This design comes from an exercise in tuning for small area and a short achievable clock period on the open sky130 flow, not from production work.
Only simulation tests tie the RTL to the original design; equivalence was not proved.

run D:
==> flow/design.v <==
module mem_io_bus (
  input  logic         CLK,
  input  logic         RST_N,
  input  logic [31:0]  req_addr,
  input  logic [31:0]  req_wdata,
  input  logic [2:0]   req_len,
  input  logic         req_read,
  input  logic         req_write,
  output logic         stall,
  output logic [31:0]  rdata,
  output logic         err,
  output logic [127:0] io_out,
  input  logic [31:0]  io_in
);
  logic req;
  logic wait_q, done_q;
  assign req   = req_read | req_write;
  assign stall = RST_N & req & ~done_q;
  always_ff @(posedge CLK or negedge RST_N) begin
    if (!RST_N) begin
      wait_q <= 1'b0;
      done_q <= 1'b0;
    end else begin
      wait_q <= req & ~wait_q & ~done_q;
      done_q <= wait_q;
    end
  end
  logic [1:0] a_q;      
  logic [7:0] hi_q;     
  logic [7:0] lo_q;     
  logic       ram_q;    
  logic       ioh_q;    
  logic [2:0] len_q;
  logic       wr_q;
  always_ff @(posedge CLK) begin
    a_q   <= req_addr[1:0];
    for (int k = 0; k < 8; k++) begin
      hi_q[k] <= (req_addr[31:8] == 24'd0) & (req_addr[7:5] == 3'(k));
      lo_q[k] <= (req_addr[4:2] == 3'(k));
    end
    ram_q <= (req_addr[31:8] == 24'd0);
    ioh_q <= (req_addr[31:5] == 27'h0000800);
    len_q <= req_len;
    wr_q  <= req_write;
  end
  logic [1:0] lane;
  logic       io_ok, len_ok, misal, bad;
  logic       l_byte, l_half, l_word, l_sgn;
  logic [3:0] mask;
  assign lane   = a_q[1:0];
  assign l_byte = (len_q[1:0] == 2'b00);
  assign l_half = (len_q[1:0] == 2'b01);
  assign l_word = (len_q == 3'b010);
  assign l_sgn  = ~len_q[2];
  assign io_ok  = ioh_q & ~(lo_q[6] | lo_q[7]);
  assign len_ok = l_word | (l_sgn & ~len_q[1]) | (~wr_q & ~len_q[1]);
  assign misal  = (l_half & a_q[0]) | (l_word & (a_q[1] | a_q[0]));
  assign bad    = ~(ram_q | io_ok) | misal | ~len_ok;
  always_comb begin
    case (len_q[1:0])
      2'b00:   mask = 4'b0001 << lane;
      2'b01:   mask = lane[1] ? 4'b1100 : 4'b0011;
      default: mask = 4'b1111;
    endcase
  end
  logic [7:0]  mem   [256];
  logic [31:0] io_q  [4];
  logic [31:0] timer_q;
  logic [31:0] timer_inc;
  assign timer_inc = timer_q + 32'd1;
  logic [63:0] wsel;
  logic [31:0] rword;
  logic [31:0] ld;
  logic        sbit;
  logic        ok_q;
  logic [31:0] rd_q;
  logic        sx_lo_q, sx_hi_q;   
  logic [67:0] rsel;
  logic        tsel;
  logic [67:0] rsrc [32];
  logic [22:0] rterm [32];
  always_comb begin
    for (int w = 0; w < 64; w++) wsel[w] = hi_q[w/8] & lo_q[w%8];
    rsel[63:0] = wsel;
    for (int k = 0; k < 4; k++) rsel[64+k] = io_ok & lo_q[k];
    tsel = io_ok & lo_q[4];
    for (int i = 0; i < 32; i++) begin
      for (int w = 0; w < 64; w++) rsrc[i][w] = mem[4*w + i/8][i%8];
      for (int k = 0; k < 4; k++) rsrc[i][64+k] = io_q[k][i];
    end
  end
  for (genvar i = 0; i < 32; i++) begin : g_rd
    for (genvar j = 0; j < 22; j++) begin : g_t
      mib_aoi3 u_t (.a0(rsrc[i][3*j]),   .s0(rsel[3*j]),
                    .a1(rsrc[i][3*j+1]), .s1(rsel[3*j+1]),
                    .a2(rsrc[i][3*j+2]), .s2(rsel[3*j+2]),
                    .y(rterm[i][j]));
    end
    mib_aoi2 u_l (.a0(rsrc[i][66]), .s0(rsel[66]), .a1(rsrc[i][67]), .s1(rsel[67]),
                  .y(rterm[i][22]));
    assign rword[i] = ~&rterm[i] | (tsel & timer_inc[i]);
  end
  always_comb begin
    logic [7:0] b_lo, b_hi;
    case (lane)
      2'd0: b_lo = rword[7:0];
      2'd1: b_lo = rword[15:8];
      2'd2: b_lo = rword[23:16];
      default: b_lo = rword[31:24];
    endcase
    b_hi = lane[1] ? rword[31:24] : rword[15:8];
    sbit = l_sgn & (l_byte ? b_lo[7] : b_hi[7]);
    ld[7:0]   = b_lo;
    ld[15:8]  = l_byte ? 8'd0 : b_hi;
    ld[31:16] = l_word ? rword[31:16] : 16'd0;
  end
  always_ff @(posedge CLK) begin
    ok_q <= ~bad;
    rd_q <= ld;
    sx_lo_q <= l_byte & sbit;
    sx_hi_q <= ~l_word & sbit;
  end
  logic        in_sel;
  logic [3:0]  cb_d, cb;        
  logic        m0_d, m1_d, m0, m1;  
  logic        cw_d, cw;        
  logic [3:0]  sb_lo_d, sb_lo;  
  logic [3:0]  sb_hi_d, sb_hi;  
  logic [31:0] iv;
  assign in_sel = ioh_q & lo_q[5];
  always_comb begin
    for (int k = 0; k < 4; k++) cb_d[k] = in_sel & (lane == 2'(k));
    m0_d = in_sel & ~l_byte & ~lane[1];
    m1_d = in_sel & ~l_byte & lane[1];
    cw_d = in_sel & l_word;
    for (int k = 0; k < 4; k++) sb_lo_d[k] = in_sel & l_sgn & l_byte & (lane == 2'(k));
    sb_hi_d[0] = sb_lo_d[0];
    sb_hi_d[1] = sb_lo_d[1] | (in_sel & l_sgn & l_half & ~lane[1]);
    sb_hi_d[2] = sb_lo_d[2];
    sb_hi_d[3] = sb_lo_d[3] | (in_sel & l_sgn & l_half & lane[1]);
  end
  always_ff @(posedge CLK) begin
    cb    <= cb_d;
    m0    <= m0_d;
    m1    <= m1_d;
    cw    <= cw_d;
    sb_lo <= sb_lo_d;
    sb_hi <= sb_hi_d;
  end
  logic [31:0] it_a, it_b, it_c, it_d;
  for (genvar i = 0; i < 8; i++) begin : g_in_lo
    mib_aoi2 u_a (.a0(io_in[i]), .s0(cb[0]), .a1(io_in[8+i]), .s1(cb[1]), .y(it_a[i]));
    mib_aoi2 u_b (.a0(io_in[16+i]), .s0(cb[2]), .a1(io_in[24+i]), .s1(cb[3]), .y(it_b[i]));
    assign it_c[i] = ~rd_q[i];
    mib_nand3 u_y (.a(it_a[i]), .b(it_b[i]), .c(it_c[i]), .y(iv[i]));
  end
  for (genvar i = 8; i < 16; i++) begin : g_in_mid
    mib_aoi2 u_a (.a0(io_in[i]), .s0(m0), .a1(io_in[16+i]), .s1(m1), .y(it_a[i]));
    mib_aoi2 u_b (.a0(io_in[7]), .s0(sb_lo[0]), .a1(io_in[15]), .s1(sb_lo[1]), .y(it_b[i]));
    mib_aoi2 u_c (.a0(io_in[23]), .s0(sb_lo[2]), .a1(io_in[31]), .s1(sb_lo[3]), .y(it_c[i]));
    assign it_d[i] = ~(rd_q[i] | sx_lo_q);
    mib_nand4 u_y (.a(it_a[i]), .b(it_b[i]), .c(it_c[i]), .d(it_d[i]), .y(iv[i]));
  end
  for (genvar i = 16; i < 32; i++) begin : g_in_hi
    mib_aoi2 u_a (.a0(io_in[i]), .s0(cw), .a1(io_in[7]), .s1(sb_hi[0]), .y(it_a[i]));
    mib_aoi2 u_b (.a0(io_in[15]), .s0(sb_hi[1]), .a1(io_in[23]), .s1(sb_hi[2]), .y(it_b[i]));
    mib_aoi2 u_c (.a0(io_in[31]), .s0(sb_hi[3]), .a1(sx_hi_q), .s1(1'b1), .y(it_c[i]));
    assign it_d[i] = ~rd_q[i];
    mib_nand4 u_y (.a(it_a[i]), .b(it_b[i]), .c(it_c[i]), .d(it_d[i]), .y(iv[i]));
  end
  assign rdata = iv;
  assign err   = ~ok_q;
  logic        do_wr;
  logic [31:0] wsh;
  logic [3:0]  io_we [5];
  assign do_wr = done_q & wr_q & ok_q;
  assign wsh[7:0]   = req_wdata[7:0];
  assign wsh[15:8]  = l_byte ? req_wdata[7:0] : req_wdata[15:8];
  assign wsh[23:16] = l_word ? req_wdata[23:16] : req_wdata[7:0];
  assign wsh[31:24] = l_byte ? req_wdata[7:0] :
                      l_word ? req_wdata[31:24] : req_wdata[15:8];
  always_ff @(posedge CLK) begin
    for (int w = 0; w < 64; w++) begin
      for (int b = 0; b < 4; b++) begin
        if (do_wr & wsel[w] & mask[b]) mem[4*w+b] <= wsh[8*b +: 8];
      end
    end
  end
  always_comb begin
    for (int k = 0; k < 5; k++) io_we[k] = {4{do_wr & ioh_q & lo_q[k]}} & mask;
  end
  always_ff @(posedge CLK or negedge RST_N) begin
    if (!RST_N) begin
      for (int k = 0; k < 4; k++) io_q[k] <= '0;
      timer_q <= '0;
    end else begin
      for (int k = 0; k < 4; k++) begin
        for (int b = 0; b < 4; b++) begin
          if (io_we[k][b]) io_q[k][8*b +: 8] <= wsh[8*b +: 8];
        end
      end
      if (do_wr & ioh_q & lo_q[4]) begin
        for (int b = 0; b < 4; b++) begin
          if (mask[b]) timer_q[8*b +: 8] <= wsh[8*b +: 8];
        end
      end else begin
        timer_q <= timer_inc;
      end
    end
  end
  always_comb begin
    for (int k = 0; k < 4; k++) io_out[32*k +: 32] = io_q[k];
  end
endmodule
module mib_aoi3 (
  input  logic a0, s0, a1, s1, a2, s2,
  output logic y
);
  assign y = ~((a0 & s0) | (a1 & s1) | (a2 & s2));
endmodule
module mib_aoi2 (
  input  logic a0, s0, a1, s1,
  output logic y
);
  assign y = ~((a0 & s0) | (a1 & s1));
endmodule
module mib_nand3 (
  input  logic a, b, c,
  output logic y
);
  assign y = ~(a & b & c);
endmodule
module mib_nand4 (
  input  logic a, b, c, d,
  output logic y
);
  assign y = ~(a & b & c & d);
endmodule
Settings: LEC_CHECK=0, CAP_MARGIN=10, CORE_MARGIN=2, CORE_UTILIZATION=40, SETUP_SLACK_MARGIN=3.4, SLEW_MARGIN=10, SYNTH_HIERARCHICAL=1; clock period 7.0 ns.
standard.sh (not shown) runs the stock make flow with config.mk's settings and CLKGATE_MAP_FILE= SYNTH_SCRIPT=/design/flow/synth_recipe.tcl, a recipe that flattens the netlist after the stock synthesis.
==> flow/flow/run.sh <==
#!/bin/bash
# The standard layout (standard.sh, which also runs the standard synthesis),
# with two ORFS variables set:
#  - port buffers use buf_1 instead of the slow delay cell buffer_ports picks;
#  - clock tree without dummy loads, in clusters of up to 25 sinks within 100 um;
# make's full output goes to flow_make.log here; each step's log stays under orfs/logs.
set -euo pipefail
export BUFFER_PORTS_ARGS="-buffer_cell sky130_fd_sc_hd__buf_1"
export CTS_ARGS="-sink_clustering_enable -repair_clock_nets -dont_use_dummy_load -sink_clustering_size 25 -sink_clustering_max_diameter 100"
bash standard.sh > flow_make.log 2>&1
The final layout from run D, which completed every stage, passed the timing, design-rule and antenna checks at the end of the flow.
Changes in run C relative to run D:
--- a/flow/design.v
+++ b/flow/design.v
@@ -95,13 +95,22 @@
                     .a1(rsrc[i][3*j+1]), .s1(rsel[3*j+1]),
                     .a2(rsrc[i][3*j+2]), .s2(rsel[3*j+2]),
                     .y(rterm[i][j]));
     end
     mib_aoi2 u_l (.a0(rsrc[i][66]), .s0(rsel[66]), .a1(rsrc[i][67]), .s1(rsel[67]),
                   .y(rterm[i][22]));
-    assign rword[i] = ~&rterm[i] | (tsel & timer_inc[i]);
+    logic [23:0] rt;
+    logic [7:0]  rp;
+    logic [1:0]  rn;
+    assign rt = {~(tsel & timer_inc[i]), rterm[i]};
+    for (genvar g = 0; g < 8; g++) begin : g_p
+      mib_nand3 u_p (.a(rt[3*g]), .b(rt[3*g+1]), .c(rt[3*g+2]), .y(rp[g]));
+    end
+    mib_nor4 u_n0 (.a(rp[0]), .b(rp[1]), .c(rp[2]), .d(rp[3]), .y(rn[0]));
+    mib_nor4 u_n1 (.a(rp[4]), .b(rp[5]), .c(rp[6]), .d(rp[7]), .y(rn[1]));
+    mib_nand2 u_w (.a(rn[0]), .b(rn[1]), .y(rword[i]));
   end
   always_comb begin
     logic [7:0] b_lo, b_hi;
     case (lane)
       2'd0: b_lo = rword[7:0];
       2'd1: b_lo = rword[15:8];
@@ -233,6 +242,18 @@
 module mib_nand4 (
   input  logic a, b, c, d,
   output logic y
 );
   assign y = ~(a & b & c & d);
 endmodule
+module mib_nor4 (
+  input  logic a, b, c, d,
+  output logic y
+);
+  assign y = ~(a | b | c | d);
+endmodule
+module mib_nand2 (
+  input  logic a, b,
+  output logic y
+);
+  assign y = ~(a & b);
+endmodule
## What came out
Looking only at core box area, and setting everything else aside, the higher value of run D and run C goes to run C. Between run C and run D, the post-route cell area does not differ in any meaningful way. Summary of run C over run D: synthesized cell count rose about 2.2%, area overhead of the layout relative to synthesis now sits lower, initial antenna violation count went down.

afterwards: timing with drivers on the ports:
The results above use ideal ports. As a check the final layouts listed here were re-extracted and re-timed, cells and wires unchanged. Step 1 (the two cells are an assumption about what drives the block):
set clk [get_ports {CLK}]
set_driving_cell -lib_cell sky130_fd_sc_hd__clkbuf_16 $clk
set_driving_cell -lib_cell sky130_fd_sc_hd__buf_2 [delete_from_list [all_inputs] $clk]
Step 2, shift: input delay + t, output delay - t, t = (earliest + latest rising clock arrival at the registers) / 2. This alone moves slack from input paths to output paths. Slacks: ideal / step 1 / step 2; pairs: ideal / step 1.
| run | shift t [ns] | setup WS [ns] | worst setup path at the end | worst register clock-pin slew, ns | worst data-port slew with drivers (ns) |
|---|---|---|---|---|---|
| run D | 0.849 | 3.325 / 3.232 / 3.026 | input to register | 0.11 / 0.11 | 0.25 |
| run C | 0.825 | 3.368 / 3.350 / 2.939 | input to register | 0.11 / 0.11 | 0.22 |
After both steps setup and hold are still met in every run listed. For run C, which loses most, drivers alone change the setup slack by -0.018 ns; drivers and shift together by -0.429 ns.
